Background: an optimization exercise with open tools, aiming at small area, a short achievable clock period and few clock cycles per item. Do not read the settings as production practice.
At most, simulation tests tie the RTL to the original design; equivalence was not proved.
No functional check of the RTL was part of runs 1 and 2.

==> flow/design.v, too long to show whole: its modules and the start of the top module <==
// module mult_mac16: 1313 lines
// module md_add51: 25 lines
// module div_serial: 112 lines
// module div_step: 13 lines
// module multdiv_fast: 66 lines
module multdiv_fast (
	input  logic                  clk_i,
	input  logic                  rst_ni,
	input  logic                  mult_en_i,
	input  logic                  div_en_i,
	input  logic [1:0]            op_i,
	input  logic [1:0]            signed_mode_i,
	input  logic [32-1:0]   op_a_i,
	input  logic [32-1:0]   op_b_i,
	output logic [32-1:0]   result_o,
	output logic                  valid_o
);
  // ...
==> flow/flow/run.sh <==
#!/bin/bash
# The standard layout (standard.sh), with one change: the port buffers
# that buffer_ports inserts are buf_4 cells rather than its default pick, a
# slow delay buffer. Each tool's output goes to standard.log here.
set -euo pipefail
cd "$(dirname "$0")/.."
export BUFFER_PORTS_ARGS="-buffer_cell sky130_fd_sc_hd__buf_4"
bash standard.sh > standard.log 2>&1
==> flow/standard.sh <==
#!/bin/bash
# synth_recipe.tcl (not shown) runs the flow's synth.tcl, then flattens the netlist and writes it again
# the make line also repeats each setting of config.mk as NAME=value (left out here)
make -C /OpenROAD-flow-scripts/flow DESIGN_CONFIG=/design/flow/config.mk WORK_HOME=/design/flow/orfs CLKGATE_MAP_FILE= SYNTH_SCRIPT=/design/flow/synth_recipe.tcl "${@:-finish}"
==> flow/config.mk <==
export PLATFORM = sky130hd
export DESIGN_NAME = multdiv_fast
export DESIGN_NICKNAME = multdiv_fast
export VERILOG_FILES = /design/flow/design.v
export SDC_FILE = /design/flow/constraint.sdc
export NUM_CORES = 4
export LEC_CHECK = 0
export ABC_AREA = 1
export CAP_MARGIN = 20
export CORE_MARGIN = 5
export CORE_UTILIZATION = 35
export PLACE_DENSITY = 0.55
export SETUP_SLACK_MARGIN = 0.5
export SLEW_MARGIN = 20
export SYNTH_HIERARCHICAL = 1
==> flow/constraint.sdc <==
create_clock -name core_clock -period 12.0 [get_ports {clk_i}]
set_input_delay 2.4000 -clock core_clock [delete_from_list [all_inputs] [get_ports {clk_i}]]
set_output_delay 2.4000 -clock core_clock [all_outputs]
set_load 0.01 [all_outputs]
==> impl_metrics.py, run 1 <==
metrics = {
    "layout": {
        "seq_cells": 102,
        "multiInputGateArea_um2": 33200,
        "buf_share_pct": 7.14,
        "largestRegisters": "shr_q (61), u_div.den_q (35), u_div.cnt_q (4)",
        "multi_input_area_share_pct": 70.9,
        "area_delta_synth_final_pct": 12.1,
        "n_fill_cell": 13236,
        "seq_area_share_pct": 6.53,
        "inverters": 1298,
        "clk_share_pct": 0.676,
    },
    "global_routing": {
        "grt_max_degree": 64,
        "grt_util_met3_pct": 6.37,
        "grt_overflow": 0,
        "track_usage_pct": 33.7,
    },
    "die": {
        "std_cell_rows": 126,
        "io_pins": 105,
    },
    "worst_setup_path": {
        "r2r_cells": 52,
        "cpPeakStageDelay_ns": 0.66,
        "cp_slowest_cell": "fa_1",
        "cp-end-kind": "output port",
        "r2r_slack_ns": 2.35,
    },
    "worst_hold_path": {
        "hp-class": "flip-flop to flip-flop",
    },
    "sta": {
        "fmax_mhz": 88.7,
        "setup_ws_ns": 0.732,
        "fin_tns_setup_ns": 0,
    },
    "cts": {
        "cts_sinks": 102,
        "clock_latency_ns": 0.41,
        "clk_pin_slew_ns": 0.09,
    },
    "outcome": {
        "status": "no timing/DRC/antenna violations",
    },
    "place": {
        "placedCellCount": 9027,
    },
    "synthesis": {
        "syn_area_per_cell_um2": 5.58,
    },
    "route": {
        "via_count": 49885,
    },
}
==> inputs of run 2 (changes only) <==
--- a/flow/config.mk
+++ b/flow/config.mk
@@ -5,11 +5,9 @@
 export SDC_FILE = /design/flow/constraint.sdc
 export NUM_CORES = 4
 export LEC_CHECK = 0
-export ABC_AREA = 1
 export CAP_MARGIN = 20
 export CORE_MARGIN = 5
 export CORE_UTILIZATION = 35
 export PLACE_DENSITY = 0.55
-export SETUP_SLACK_MARGIN = 0.5
 export SLEW_MARGIN = 20
 export SYNTH_HIERARCHICAL = 1
==> run 2 against run 1 <==
Clock skew is 0.012 ns lower. Synthesized cell count fell by 36%. Routed wire length down 23%. Area after synthesis fell by 8.9%. Cell area fell by 0.44%. Cell count down 26%. Register-to-register slack got worse by 2.0 ns. Count of clock-buffer cells in the layout unchanged. Critical path depth rose by 17. Now fails the layout checks on negative setup slack. First-iteration DRC count fell by 25%. Fmax shrank 12%.
==> impl_metrics.py, run 2 <==
metrics = {
    "route": {
        "drcViolationCount": 0,
        "vias_per_cell": 5.84,
        "drtIter0Drc": 4318,
        "drt_wl_total_mm": 172,
        "via_count": 39462,
        "detail-route-antenna-nets": 0,
        "route.detailed.wl_per_inst_um": 25.5,
        "first_pass_iters": 9,
    },
    "layout": {
        "area_delta_synth_final_pct": 22.5,
        "multiInputGateArea_um2": 32200,
        "final_nets": 5880,
        "mostFrequentLayoutCells": "buf_4, inv_1, nand2_1",
        "stdcell_area_um2": 46600,
        "final_common_cell": "buf_4",
        "largest_register": "shr_q",
        "seq_area_um2": 3060,
        "drive_above_1_share_pct": 25.2,
        "largestRegisters": "shr_q (61), u_div.den_q (35), u_div.cnt_q (4)",
        "largest_reg_flops": 61,
        "n_fill_cell": 11005,
    },
    "place": {
        "dpl.hpwl_mm": 140,
        "portBuffers": 104,
        "gp_congestion": 1.01,
        "place_area_um2": 44700,
    },
    "sta": {
        "layout_min_cycle_time_ns": 12.82,
        "drv_slew": 0,
        "fin_tns_setup_ns": -16.08,
        "hold_violations": 0,
        "period_share_pct": 107,
        "worst_pin_slew_ns": 1.16,
        "setup_ws_ns": -0.816,
        "grt_setup_unrepaired": "true",
        "slew_headroom_pct": 22.2,
        "finalClockSkew_ns": 0.0179,
        "setup_viol": 30,
        "fmax_mhz": 78.0,
    },
    "cts": {
        "root_buffer": "clkbuf_16",
        "cts_max_level": 3,
        "cts_tree": "built",
        "cts_sinks": 102,
        "cts_buffers": 9,
        "cts_buffer_depth": 2,
        "clock_latency_ns": 0.40,
        "clk_pin_slew_ns": 0.09,
    },
    "worst_setup_path": {
        "cp-end-kind": "output port",
        "cp.required_ns": 9.60,
        "cpPeakStageDelay_ns": 0.42,
        "cp_slowest_cell": "edfxtp_1",
        "r2r_cells": 53,
        "startpoint_type": "flip-flop",
        "arrival_ns": 10.42,
        "critPathKind": "flip-flop to output port",
        "path_max_fanout": 5,
        "cpMostUsedCell": "buf_4",
    },
    "global_routing": {
        "grt_pass1_vias": 37602,
        "grt_overflow": 0,
        "grt_max_degree": 66,
        "antenna_found_initial": 8,
        "track_usage_pct": 28.5,
        "grt_pass1_wl_mm": 251,
    },
    "synthesis": {
        "syn_area_per_cell_um2": 7.96,
        "synthCells": 4783,
        "syn_area_um2": 38100,
        "yosysWarnings": 15,
    },
    "die": {
        "design.die.area_um2": 115000,
        "fp.dieH_um": 340,
        "std_cell_rows": 121,
        "initial_core_util_pct": 35.1,
        "coreArea_um2": 108000,
        "io_pins": 105,
        "die_x_um": 340,
    },
    "job": {
        "max_cap_violations": 0,
    },
    "worst_hold_path": {
        "hold_depth": 1,
        "hp-class": "flip-flop to flip-flop",
    },
    "outcome": {
        "status": "failed layout checks",
        "so_faults": "negative setup slack",
    },
}
-- run 2: final timing paths --
| check | startpoint | to | slack (ns) |
|---|---|---|---|
| worst max-delay path | u_div.den_q[0] | result_o[23] | -0.82 |
| worst min-delay path | u_div.cnt_q[0] | u_div.cnt_q[0] | 0.62 |
| worst max register to register | u_div.den_q[0] | shr_q[6] | 0.40 |
| worst min register to register | u_div.cnt_q[0] | u_div.cnt_q[0] | 0.62 |
| max in group asynchronous | rst_ni | u_div.busy_q | 10.13 |
| min in group asynchronous | rst_ni | u_mult.pass_q | 1.76 |
-- run 2: timing repair --
action / CTS / global route
pin swaps: 65 / 79
setup buffers: 54 / 19
endpoints found under the setup margin: 44 / 43
gates cloned: 4 / 0
resized for setup: 128 / 73
hold buffers: 0 / 0
-- run 2: layout make-up --
cell class,count,area share [%]
Inverter,493,4.07
Clock buffer,9,0.483
Timing Repair inverter,2,0.0429
Tap cell,1414,3.80
Multi-Input combinational cell,3807,69.0
Antenna cell,7,0.0376
Sequential cell,102,6.57
Clock inverter,7,0.196
Timing Repair Buffer,918,15.8
-- run 2: through the flow --
stage               std cells  setup WS (ns)  hold slack [ns]  utilization, %
floorplan                4788          0.254            0.571               -
detailed placement       6661          -1.17            0.607            41.2
finish                   6759         -0.816            0.617            43.0
global placement         6661          -1.01            0.596            41.2
CTS                      6735         -0.708            0.619            42.5
global route             6754          -1.20            0.635            43.0
-- run 2: layer usage --
layer  GRT usage (%)  part of all wire (%)  vias to the layer above
li1                -                     -                    18155
met1            39.5                    43                    19160
met2            44.8                    44                     1822
met3            4.06                   8.2                      323
met4            11.5                   5.1                        2
met5               0                0.0064                        -
-- run 2: worst max-delay path, delay by kind of cell (launching register included) --
kind | cells | cell delay, ns
buf+inv | 10 | 1.39
simple gates | 7 | 1.39
compound gates | 20 | 4.30
mux | 4 | 0.73
xor+xnor | 1 | 0.17
flops | 1 | 0.42
fa+ha+maj | 6 | 1.56
==> module div_serial, before the edit <==
module div_serial (
	input  logic                  clk_i,
	input  logic                  rst_ni,
	input  logic                  en_i,
	input  multdiv_pkg::md_req_t  req_i,
	input  logic [63:0]           shr_q,     
	output logic [63:0]           step_d,    
	output logic [31:0]           init_d,    
	output logic                  busy_o,
	output logic [32-1:0]   result_o,
	output logic                  valid_o
);
	localparam int STEPS = 4;
	localparam int DW    = 32 + STEPS - 1;
	logic                busy_q;
	logic [3:0]          cnt_q;
	logic [31:0]         rem_q;
	logic [DW-1:0]       den_q;
	logic [31:0]         quo_q;
	assign rem_q = shr_q[31:0];
	assign quo_q = shr_q[63:32];
	logic                sign_a;
	logic                sign_b;
	logic                is_div;
	logic [31:0]         abs_a;
	logic [31:0]         abs_b;
	logic [5:0]          len_a;
	logic [5:0]          len_b;
	logic [4:0]          diff;
	logic [5:0]          shamt;
	logic [3:0]          cnt_init;
	logic                div_by_zero;
	logic                a_shorter;
	logic [31:0]         rem_n;
	logic [31:0]         quo_n;
	logic [31:0]         rem_l;
	logic [31:0]         quo_l;
	logic [31:0]         res_mag;
	logic                res_neg;
	assign is_div      = (req_i.op == multdiv_pkg::MD_OP_DIV);
	assign sign_a      = req_i.signed_mode[0] & req_i.op_a[31];
	assign sign_b      = req_i.signed_mode[1] & req_i.op_b[31];
	assign abs_a       = sign_a ? -req_i.op_a : req_i.op_a;
	assign abs_b       = sign_b ? -req_i.op_b : req_i.op_b;
	assign div_by_zero = (req_i.op_b == '0);
	always_comb begin
		len_a = '0;
		len_b = '0;
		for (int i = 0; i < 32; i++) begin
			if (abs_a[i]) len_a = 6'(i + 1);
			if (abs_b[i]) len_b = 6'(i + 1);
		end
	end
	assign a_shorter = (len_a < len_b);
	assign diff      = 5'(len_a - len_b);
	assign cnt_init  = 4'((6'(diff) + 6'd1) >> 2);
	assign shamt     = {cnt_init, 2'b10};
	logic [31:0] rem_s [STEPS+1];
	logic [STEPS-1:0] ge_s;
	assign rem_s[0] = rem_q;
	for (genvar j = 0; j < STEPS; j++) begin : g_step
		div_step #(.DW(DW)) u_step (
			.rem_i (rem_s[j]),
			.den_i (den_q >> j),
			.rem_o (rem_s[j+1]),
			.ge_o  (ge_s[STEPS-1-j])
		);
	end
	assign rem_n = rem_s[STEPS];
	assign quo_n = {quo_q[31-STEPS:0], ge_s};
	assign rem_l = rem_s[3];
	assign quo_l = {quo_q[28:0], ge_s[STEPS-1:STEPS-3]};
	assign res_neg = is_div ? (sign_a ^ sign_b) : sign_a;
	assign res_mag = is_div ? quo_l : rem_l;
	always_comb begin
		if (!en_i) begin
			result_o = '0;
		end else if (busy_q) begin
			result_o = res_neg ? -res_mag : res_mag;
		end else if (div_by_zero) begin
			result_o = is_div ? '1 : req_i.op_a;
		end else begin
			result_o = is_div ? '0 : req_i.op_a;
		end
	end
	assign valid_o = en_i & (busy_q ? (cnt_q == '0) : (div_by_zero | a_shorter));
	always_ff @(posedge clk_i or negedge rst_ni) begin
		if (!rst_ni) begin
			busy_q <= 1'b0;
		end else if (en_i) begin
			if (busy_q) begin
				busy_q <= (cnt_q != '0);
			end else begin
				busy_q <= ~(div_by_zero | a_shorter);
			end
		end
	end
	always_ff @(posedge clk_i) begin
		if (en_i) begin
			if (busy_q) begin
				cnt_q <= cnt_q - 4'd1;
				den_q <= den_q >> STEPS;
			end else begin
				cnt_q <= cnt_init;
				den_q <= DW'(abs_b) << shamt;
			end
		end
	end
	assign busy_o = busy_q;
	assign step_d = {quo_n, rem_n};
	assign init_d = abs_a;
endmodule
==> inputs of run 3 (changes only) <==
--- a/flow/design.v
+++ b/flow/design.v
@@ -1407,23 +1407,24 @@
 	end
 	assign a_shorter = (len_a < len_b);
 	assign diff      = 5'(len_a - len_b);
-	assign cnt_init  = 4'((6'(diff) + 6'd1) >> 2);
-	assign shamt     = {cnt_init, 2'b10};
+	assign cnt_init  = 4'((6'(diff) + 6'd2) >> 2);
+	assign shamt     = {cnt_init, 2'b01};
 	logic [31:0] rem_s [STEPS+1];
 	logic [STEPS-1:0] ge_s;
 	assign rem_s[0] = rem_q;
-	for (genvar j = 0; j < STEPS; j++) begin : g_step
-		div_step #(.DW(DW)) u_step (
+	for (genvar j = 0; j < STEPS; j += 2) begin : g_step
+		div_step2 #(.DW(DW)) u_step (
 			.rem_i (rem_s[j]),
 			.den_i (den_q >> j),
-			.rem_o (rem_s[j+1]),
-			.ge_o  (ge_s[STEPS-1-j])
+			.rem_h (rem_s[j+1]),
+			.rem_o (rem_s[j+2]),
+			.ge_o  (ge_s[STEPS-1-j -: 2])
 		);
 	end
 	assign rem_n = rem_s[STEPS];
 	assign quo_n = {quo_q[31-STEPS:0], ge_s};
-	assign rem_l = rem_s[3];
-	assign quo_l = {quo_q[28:0], ge_s[STEPS-1:STEPS-3]};
+	assign rem_l = rem_s[2];
+	assign quo_l = {quo_q[29:0], ge_s[STEPS-1:STEPS-2]};
 	assign res_neg = is_div ? (sign_a ^ sign_b) : sign_a;
 	assign res_mag = is_div ? quo_l : rem_l;
 	always_comb begin
@@ -1477,6 +1478,26 @@
 	assign ge_o  = (den_i[DW-1:32] == '0) && !sub[32];
 	assign rem_o = ge_o ? sub[31:0] : rem_i;
 endmodule
+module div_step2 #(
+	parameter int DW = 35
+) (
+	input  logic [31:0]   rem_i,
+	input  logic [DW-1:0] den_i,
+	output logic [31:0]   rem_h,     
+	output logic [31:0]   rem_o,
+	output logic [1:0]    ge_o       
+);
+	logic [32:0] sub0;
+	logic [32:0] sub1;
+	logic [DW-1:0] den1;
+	assign den1 = den_i >> 1;
+	assign sub0     = {1'b0, rem_i} - {1'b0, den_i[31:0]};
+	assign ge_o[1]  = (den_i[DW-1:32] == '0) && !sub0[32];
+	assign rem_h    = ge_o[1] ? sub0[31:0] : rem_i;
+	assign sub1     = {1'b0, rem_h} - {1'b0, den1[31:0]};
+	assign ge_o[0]  = (den1[DW-1:32] == '0) && !sub1[32];
+	assign rem_o    = ge_o[0] ? sub1[31:0] : rem_h;
+endmodule
 `timescale 1ns/1ps
 module multdiv_fast (
 	input  logic                  clk_i,
--- a/flow/config.mk
+++ b/flow/config.mk
@@ -9,5 +9,6 @@
 export CORE_MARGIN = 5
 export CORE_UTILIZATION = 35
 export PLACE_DENSITY = 0.55
+export SETUP_SLACK_MARGIN = 0.3
 export SLEW_MARGIN = 20
 export SYNTH_HIERARCHICAL = 1
==> run 3 against run 2 <==
Cell area shrank 6.9%. Routed wire length is 3.2% lower. Sequential share of layout area grew 0.55 points. Critical path type is now primary input to output port. Critical endpoint is now result_o[29]. First-iteration DRC count grew 7.3%. Hold slack improved by 0.033 ns. Worst setup slack better by 1.2 ns. Non-clock buffer count fell by 237. Register-to-register slack better by 0.15 ns. The run now finishes clean.
==> impl_metrics.py, run 3 <==
metrics = {
    "sta": {
        "setup_viol": 0,
        "slew_headroom_pct": 17.6,
        "period_share_pct": 97.1,
        "setup_ws_ns": 0.346,
        "drv_slew": 0,
        "hold_violations": 0,
        "fin_hold_ws_ns": 0.650,
        "fin_tns_setup_ns": 0,
        "fmax_mhz": 85.8,
        "worst_pin_slew_ns": 1.23,
        "grt_setup_unrepaired": "true",
        "layout_min_cycle_time_ns": 11.65,
        "finalClockSkew_ns": 0.0134,
    },
    "place": {
        "portBuffers": 104,
        "place_ws_ns": 0.0147,
        "dpl.hpwl_mm": 132,
        "gp_congestion": 1.00,
        "placedCellCount": 6374,
        "place_area_um2": 41900,
    },
    "route": {
        "route.detailed.wl_per_inst_um": 25.8,
        "vias_per_cell": 5.94,
        "drtIter0Drc": 4635,
        "first_pass_iters": 7,
        "drt_wl_total_mm": 167,
        "via_count": 38387,
        "detail-route-antenna-nets": 0,
        "drcViolationCount": 0,
    },
    "outcome": {
        "status": "no timing/DRC/antenna violations",
    },
    "layout": {
        "final_common_cell": "buf_4",
        "mostFrequentLayoutCells": "buf_4, nand2_1, inv_1",
        "area_delta_synth_final_pct": 17.0,
        "final_core_util_pct": 41.2,
        "drive_above_1_share_pct": 20.1,
        "largest_register": "shr_q",
        "largestRegisters": "shr_q (62), u_div.den_q (35), u_div.cnt_q (4)",
        "final_nets": 5610,
        "fin_cells": 6462,
        "stdcell_area_um2": 43400,
        "largest_reg_flops": 62,
    },
    "cts": {
        "cts_buffers": 9,
        "postCtsHoldBufs": 0,
        "root_buffer": "clkbuf_16",
        "cts_sinks": 103,
        "cts_max_level": 3,
        "cts_buffer_depth": 2,
        "clk_pin_slew_ns": 0.08,
        "cts_tree": "built",
        "clock_latency_ns": 0.39,
    },
    "worst_setup_path": {
        "critPathKind": "primary input to output port",
        "arrival_ns": 9.25,
        "cp-end-kind": "output port",
        "startpoint_type": "primary input",
        "cpPeakStageDelay_ns": 0.57,
        "cp_slowest_cell": "fa_1",
        "path_max_fanout": 9,
        "cpMostUsedCell": "buf_4",
        "cp.required_ns": 9.60,
    },
    "synthesis": {
        "synthCells": 4754,
        "yosysWarnings": 15,
        "syn_area_um2": 37100,
        "syn_area_per_cell_um2": 7.80,
    },
    "die": {
        "coreArea_um2": 105000,
        "initial_core_util_pct": 35.2,
        "die_x_um": 336,
        "fp.dieH_um": 336,
        "design.die.area_um2": 113000,
        "std_cell_rows": 119,
        "io_pins": 105,
    },
    "global_routing": {
        "grt_max_degree": 71,
        "grt_pass1_vias": 35943,
        "track_usage_pct": 28.0,
        "grt_overflow": 0,
        "antenna_found_initial": 8,
        "grt_pass1_wl_mm": 240,
    },
    "worst_hold_path": {
        "hp-class": "flip-flop to flip-flop",
    },
    "job": {
        "max_cap_violations": 0,
    },
}
run 3: cell types whose count changed in the layout (fill, tap and decap cells not counted), moves of 19 or more:
cell | previous run | this run
mux2_4 | 81 | 4
o21ai_0 | 242 | 202
nand2_1 | 355 | 430
xor2_1 | 130 | 158
o21ai_1 | 20 | 65
inv_1 | 484 | 426
a21o_1 | 70 | 51
buf_4 | 869 | 637
mux2_2 | 23 | 94
nor3_1 | 59 | 92
a21oi_1 | 296 | 330
run 3: path summary, 6_finish.rpt:
| check | startpoint | depth (start not counted) | to | slack, ns |
|---|---|---|---|---|
| setup reg to reg | shr_q[0] | 54 | shr_q[10] | 0.55 |
| max in group asynchronous | rst_ni | 1 | u_div.busy_q | 10.11 |
| hold reg to reg | shr_q[51] | 1 | shr_q[55] | 0.65 |
| hold / removal | shr_q[51] | 1 | shr_q[55] | 0.65 |
| min in group asynchronous | rst_ni | 1 | u_mult.pass_q | 1.78 |
| setup / recovery | op_b_i[1] | 29 | result_o[29] | 0.35 |
run 3: layout make-up:
type | instances | area (µm²)
clock buffer | 9 | 225
multi-input combinational | 3837 | 31100
sequential | 103 | 3090
timing repair buffer | 681 | 5600
fill | 10804 | 61800
inverter | 430 | 1610
tap | 1391 | 1740
antenna | 4 | 10.0
clock inverter | 7 | 83.8
run 3: layer usage:
layer,track usage (%),vias up,share of wire (%)
met1,39.1,18484,42
met5,0,-,0.0054
met3,4.36,352,9.1
met2,42.0,2020,42
met4,13.9,2,6.3
li1,-,17529,-
run 3: what timing repair did:
item,4_1_cts,5_1_grt
gates cloned,2,6
setup endpoints to repair,59,65
gates resized for setup,7,90
setup buffers,14,46
pin swaps,4,40
run 3: worst max-delay path, delay by kind of cell:
family,cells,cell delay [ns]
adder cells (fa/ha/maj),6,2.52
AO/OA/AOI/OAI,9,2.25
buffers and inverters,9,1.11
AND/OR/NAND/NOR,3,0.47
multiplexers,1,0.28
XOR/XNOR,1,0.21
Testbench counts of run 3, summed over its fixed seeds: cycles 6,276, items 3,200.
==> inputs of run 4 (changes only) <==
--- a/flow/config.mk
+++ b/flow/config.mk
@@ -7,8 +7,7 @@
 export LEC_CHECK = 0
 export CAP_MARGIN = 20
 export CORE_MARGIN = 5
-export CORE_UTILIZATION = 35
-export PLACE_DENSITY = 0.55
-export SETUP_SLACK_MARGIN = 0.3
+export CORE_UTILIZATION = 45
+export PLACE_DENSITY = 0.65
 export SLEW_MARGIN = 20
 export SYNTH_HIERARCHICAL = 1
==> run 4 against run 3 <==
Largest cell class unchanged. Fmax decreased by 1.7%. Clock skew about the same. Cell area decreased by 5.8%. Core utilization increased by 8.7 points. Critical path type unchanged. Routed wire length decreased by 5.8%. Non-clock buffer count decreased by 212.
==> impl_metrics.py, run 4 <==
metrics = {
    "sta": {
        "finalClockSkew_ns": 0.0135,
        "setup_viol": 0,
        "hold_violations": 0,
        "drv_slew": 0,
        "layout_min_cycle_time_ns": 11.86,
        "fmax_mhz": 84.3,
        "slew_headroom_pct": 19.2,
        "worst_pin_slew_ns": 1.20,
        "fin_tns_setup_ns": 0,
        "period_share_pct": 98.8,
        "fin_hold_ws_ns": 0.634,
    },
    "cts": {
        "cts_sinks": 103,
        "cts_buffer_depth": 2,
        "root_buffer": "clkbuf_16",
        "clock_latency_ns": 0.39,
        "cts_tree": "built",
        "cts_buffers": 9,
        "clk_pin_slew_ns": 0.09,
        "cts_max_level": 3,
        "postCtsHoldBufs": 0,
    },
    "layout": {
        "final_nets": 5398,
        "largest_reg_flops": 62,
        "largest_register": "shr_q",
        "largestRegisters": "shr_q (62), u_div.den_q (35), u_div.cnt_q (4)",
        "area_delta_synth_final_pct": 10.3,
        "mostFrequentLayoutCells": "buf_4, nand2_1, inv_1",
        "drive_above_1_share_pct": 15.7,
        "final_common_cell": "buf_4",
        "fin_cells": 5928,
    },
    "die": {
        "design.die.area_um2": 88300,
        "std_cell_rows": 105,
        "initial_core_util_pct": 45.3,
        "fp.dieH_um": 297,
        "die_x_um": 297,
        "coreArea_um2": 82000,
        "io_pins": 105,
    },
    "global_routing": {
        "top_usage_layer": "met2",
        "grt_overflow": 0,
        "grt_util_met3_pct": 7.07,
        "track_usage_pct": 33.6,
        "met1_usage_pct": 44.7,
        "grt_max_degree": 91,
        "antenna_found_initial": 7,
        "met2_usage_pct": 51.6,
        "grt_pass1_wl_mm": 230,
        "grt_pass1_vias": 35753,
    },
    "place": {
        "portBuffers": 104,
        "dpl.hpwl_mm": 126,
        "placedCellCount": 5897,
        "gp_congestion": 1.07,
    },
    "route": {
        "drcViolationCount": 0,
        "drt_wl_total_mm": 157,
        "vias_per_cell": 6.43,
        "drtIter0Drc": 4791,
        "via_count": 38117,
        "first_pass_iters": 8,
        "detail-route-antenna-nets": 0,
        "route.detailed.wl_per_inst_um": 26.5,
    },
    "worst_setup_path": {
        "cp.required_ns": 9.60,
        "startpoint_type": "primary input",
        "path_max_fanout": 31,
        "r2r_slack_ns": 0.50,
        "cp-end-kind": "output port",
        "critPathKind": "primary input to output port",
        "arrival_ns": 9.46,
    },
    "synthesis": {
        "syn_area_um2": 37100,
        "yosysWarnings": 15,
        "syn_area_per_cell_um2": 7.80,
        "synthCells": 4754,
    },
    "outcome": {
        "status": "no timing/DRC/antenna violations",
    },
    "worst_hold_path": {
        "hp-class": "flip-flop to flip-flop",
    },
    "job": {
        "max_cap_violations": 0,
    },
}
-- run 4: critical path, stage by stage --
cell and delay (ns):
buf_4 0.15, mux2i_4 0.30, buf_4 0.20, nand3_1 0.11, buf_12 0.20, o21ai_0 0.25, ha_1 0.30, fa_1 0.58
inv_1 0.07, fa_1 0.53, inv_1 0.06, fa_1 0.57, fa_1 0.43, ha_1 0.35, a21oi_1 0.26, o21ai_0 0.17
a211o_1 0.32, a21o_1 0.19, a41o_2 0.26, a2111oi_0 0.47, a31oi_1 0.08, nand2_1 0.48, a22oi_1 0.19, nand2_1 0.10
or2_1 0.25, buf_4 0.18
-- run 4: metrics by stage --
step	area, µm²	utilization [%]	setup WS, ns
floorplan	37100	-	1.41
global placement	40300	49.2	-0.0536
detailed placement	40300	49.2	-0.0294
CTS	40700	49.6	0.0418
global route	40900	49.9	-0.00365
finish	40900	49.9	0.140
-- run 4: metal layers --
metal | up-vias | wire length (µm)
met5 | - | 50
met2 | 2411 | 67300
li1 | 17075 | -
met1 | 18169 | 61900
met4 | 8 | 9950
met3 | 454 | 17800
-- run 4: final timing paths --
kind | start | to | cells past startpoint
min reg2reg | shr_q[52] | shr_q[56] | 1
min in group asynchronous | rst_ni | u_mult.pass_q | 1
max reg2reg | shr_q[0] | shr_q[25] | 51
max in group asynchronous | rst_ni | u_div.busy_q | 1
max | op_b_i[1] | result_o[13] | 26
min | shr_q[52] | shr_q[56] | 1
-- run 4: final cells by class --
class / count / area [µm²]
Tap cell: 1070 / 1340
Antenna cell: 3 / 7.51
Clock inverter: 7 / 90.1
Fill cell: 8200 / 41100
Inverter: 430 / 1610
Timing Repair Buffer: 469 / 3770
Clock buffer: 9 / 225
Multi-Input combinational cell: 3837 / 30800
Sequential cell: 103 / 3090
-- run 4: repair_timing --
| item | CTS | global route |
|---|---|---|
| resized for setup | 1 | 20 |
| setup buffers | 0 | 12 |
| pin swaps | 0 | 2 |
| endpoints found under the setup margin | 1 | 48 |
| cloned | 0 | 0 |
==> inputs of run 5 (changes only) <==
--- a/flow/config.mk
+++ b/flow/config.mk
@@ -9,5 +9,6 @@
 export CORE_MARGIN = 5
 export CORE_UTILIZATION = 45
 export PLACE_DENSITY = 0.65
+export SETUP_SLACK_MARGIN = 0.15
 export SLEW_MARGIN = 20
 export SYNTH_HIERARCHICAL = 1
==> run 5 against run 4 <==
Sequential share of layout area is 0.074 points lower. Register-to-register slack worse by 0.06 ns. Hold slack worse by 0.0036 ns. Fmax is 1.1% higher. Global-route usage is 0.15 points higher. Largest cell class unchanged. Still clean on timing, DRC and antenna. Highest routed layer unchanged.
==> impl_metrics.py, run 5 <==
metrics = {
    "sta": {
        "fmax_mhz": 85.3,
        "drv_slew": 0,
        "grt_setup_unrepaired": "true",
        "finalClockSkew_ns": 0.0126,
        "hold_violations": 0,
        "worst_pin_slew_ns": 1.13,
        "layout_min_cycle_time_ns": 11.73,
        "period_share_pct": 97.7,
        "setup_ws_ns": 0.274,
        "slew_headroom_pct": 23.9,
        "setup_viol": 0,
        "fin_hold_ws_ns": 0.630,
    },
    "worst_setup_path": {
        "startpoint_type": "primary input",
        "r2r_cells": 53,
        "cp.required_ns": 9.60,
        "critPathKind": "primary input to output port",
        "cp-end-kind": "output port",
        "r2r-start": "shr_q[0]",
        "path_max_fanout": 8,
        "r2r_slack_ns": 0.44,
        "arrival_ns": 9.33,
        "reg2reg_to": "shr_q[25]",
    },
    "worst_hold_path": {
        "hp-class": "flip-flop to flip-flop",
        "min_to": "shr_q[56]",
        "hold_depth": 1,
        "hp-start": "shr_q[52]",
    },
    "layout": {
        "largest_register": "shr_q",
        "area_delta_synth_final_pct": 11.4,
        "final_common_cell": "buf_4",
        "mostFrequentLayoutCells": "buf_4, nand2_1, inv_1",
        "largest_reg_flops": 62,
        "final_nets": 5410,
        "largestRegisters": "shr_q (62), u_div.den_q (35), u_div.cnt_q (4)",
        "n_fill_cell": 8181,
        "drive_above_1_share_pct": 16.6,
    },
    "global_routing": {
        "grt_pass1_vias": 35804,
        "grt_max_degree": 91,
        "grt_pass1_wl_mm": 231,
        "grt_overflow": 0,
        "antenna_found_initial": 9,
        "track_usage_pct": 33.8,
    },
    "route": {
        "drt_wl_total_mm": 158,
        "route.detailed.wl_per_inst_um": 26.7,
        "drtIter0Drc": 4860,
        "first_pass_iters": 6,
        "vias_per_cell": 6.45,
        "drcViolationCount": 0,
        "via_count": 38290,
        "detail-route-antenna-nets": 0,
    },
    "die": {
        "die_x_um": 297,
        "design.die.area_um2": 88300,
        "fp.dieH_um": 297,
        "std_cell_rows": 105,
        "io_pins": 105,
        "coreArea_um2": 82000,
        "initial_core_util_pct": 45.3,
    },
    "place": {
        "dpl.hpwl_mm": 126,
        "gp_congestion": 1.07,
        "place_ws_ns": -0.0294,
        "portBuffers": 104,
    },
    "cts": {
        "root_buffer": "clkbuf_16",
        "clk_pin_slew_ns": 0.09,
        "cts_sinks": 103,
        "postCtsHoldBufs": 0,
        "clock_latency_ns": 0.39,
        "cts_max_level": 3,
        "cts_tree": "built",
        "cts_buffer_depth": 2,
        "cts_buffers": 9,
    },
    "synthesis": {
        "synthCells": 4754,
        "syn_area_um2": 37100,
        "syn_area_per_cell_um2": 7.80,
        "yosysWarnings": 15,
    },
    "job": {
        "max_cap_violations": 0,
    },
    "outcome": {
        "status": "no timing/DRC/antenna violations",
    },
}
[run 5: what timing repair did]
item                                    in CTS  in global routing
cloned                                       1                  2
pin swaps                                    1                 27
setup buffers                                2                 19
endpoints found under the setup margin       9                 56
gates resized for setup                      4                 64
[run 5: per-layer routing]
layer  GRT usage [%]  vias up  share of wire [%]
met2            52.1     2326                 43
met1            44.6    18371                 39
li1                -    17105                  -
met3            7.17      476                 11
met4            17.8       12                6.7
met5               0        -              0.042
[run 5: area by class of cell]
class | count | area, µm² | share of cell area, %
inverter | 430 | 1610 | 3.91
timing repair buffer | 480 | 3930 | 9.51
clock buffer | 9 | 225 | 0.545
sequential | 103 | 3090 | 7.48
multi-input combinational | 3838 | 31000 | 75.1
antenna | 4 | 10.0 | 0.0242
tap | 1070 | 1340 | 3.24
clock inverter | 7 | 90.1 | 0.218
[run 5: how the worst max path moves through the flow]
stage	start	end	slack, ns	depth (start not counted)
floorplan	op_a_i[30]	result_o[29]	1.41	23
global placement	shr_q[0]	shr_q[25]	-0.05	49
detailed placement	shr_q[0]	shr_q[25]	-0.03	49
CTS	shr_q[0]	shr_q[25]	0.16	55
global route	shr_q[0]	shr_q[25]	0.03	54
finish	op_b_i[1]	result_o[29]	0.27	27
[run 5: worst max-delay path: stages]
cell	delay (ns)
buf_4	0.14
mux2i_4	0.30
buf_4	0.19
nor3_4	0.07
buf_4	0.20
a221oi_1	0.41
fa_1	0.52
fa_1	0.50
inv_1	0.10
fa_1	0.19
inv_1	0.06
fa_1	0.52
inv_1	0.05
fa_1	0.47
ha_1	0.42
a21o_1	0.21
a31oi_1	0.22
o211ai_1	0.15
o21ai_0	0.24
o2bb2ai_1	0.18
o32a_1	0.38
a21o_1	0.19
xor2_1	0.20
a22oi_2	0.47
nand3_1	0.13
or2_1	0.25
buf_4	0.15
[run 5: stage by stage]
stage,TNS (ns),utilization [%],instances,area (µm²)
floorplan,0,-,4757,37100
global placement,-0.0536,49.2,5897,40300
global route,0,50.4,5940,41300
detailed placement,-0.0294,49.2,5897,40300
CTS,0,49.7,5916,40700
finish,0,50.4,5941,41300

-- afterwards: timing with drivers on the ports --
In the flow no input, the clock included, has a driving cell. The finished layouts below were timed again as built, in two steps.
Step 1 assumes that a clkbuf_16 drives the clock port and a buf_2 every other input.
Step 2 also shifts input and output timing later by t, the mid clock arrival at the registers, as if the neighbouring blocks saw the same clock.
Slacks: ideal / step 1 / step 2; pairs: ideal / step 1.
| run | t (ns) | setup slack, ns | hold slack, ns | clock arrival spread, ns | worst data-port slew with drivers (ns) |
|---|---|---|---|---|---|
| run 1 | 0.461 | 0.732 / 0.682 / 0.703 | 0.581 / 0.581 / 0.581 | 0.030 / 0.030 | 0.23 |
| run 2 | 0.445 | -0.816 / -0.873 / -0.428 | 0.617 / 0.617 / 0.617 | 0.017 / 0.018 | 0.16 |
| run 3 | 0.430 | 0.346 / 0.320 / 0.320 | 0.650 / 0.650 / 0.650 | 0.013 / 0.013 | 0.15 |
| run 4 | 0.439 | 0.140 / 0.113 / 0.113 | 0.634 / 0.634 / 0.634 | 0.014 / 0.014 | 0.14 |
| run 5 | 0.437 | 0.274 / 0.247 / 0.247 | 0.630 / 0.630 / 0.630 | 0.013 / 0.012 | 0.14 |
The setup slack of run 1, which loses most, moves by -0.050 ns with the drivers and by -0.029 ns with both steps.
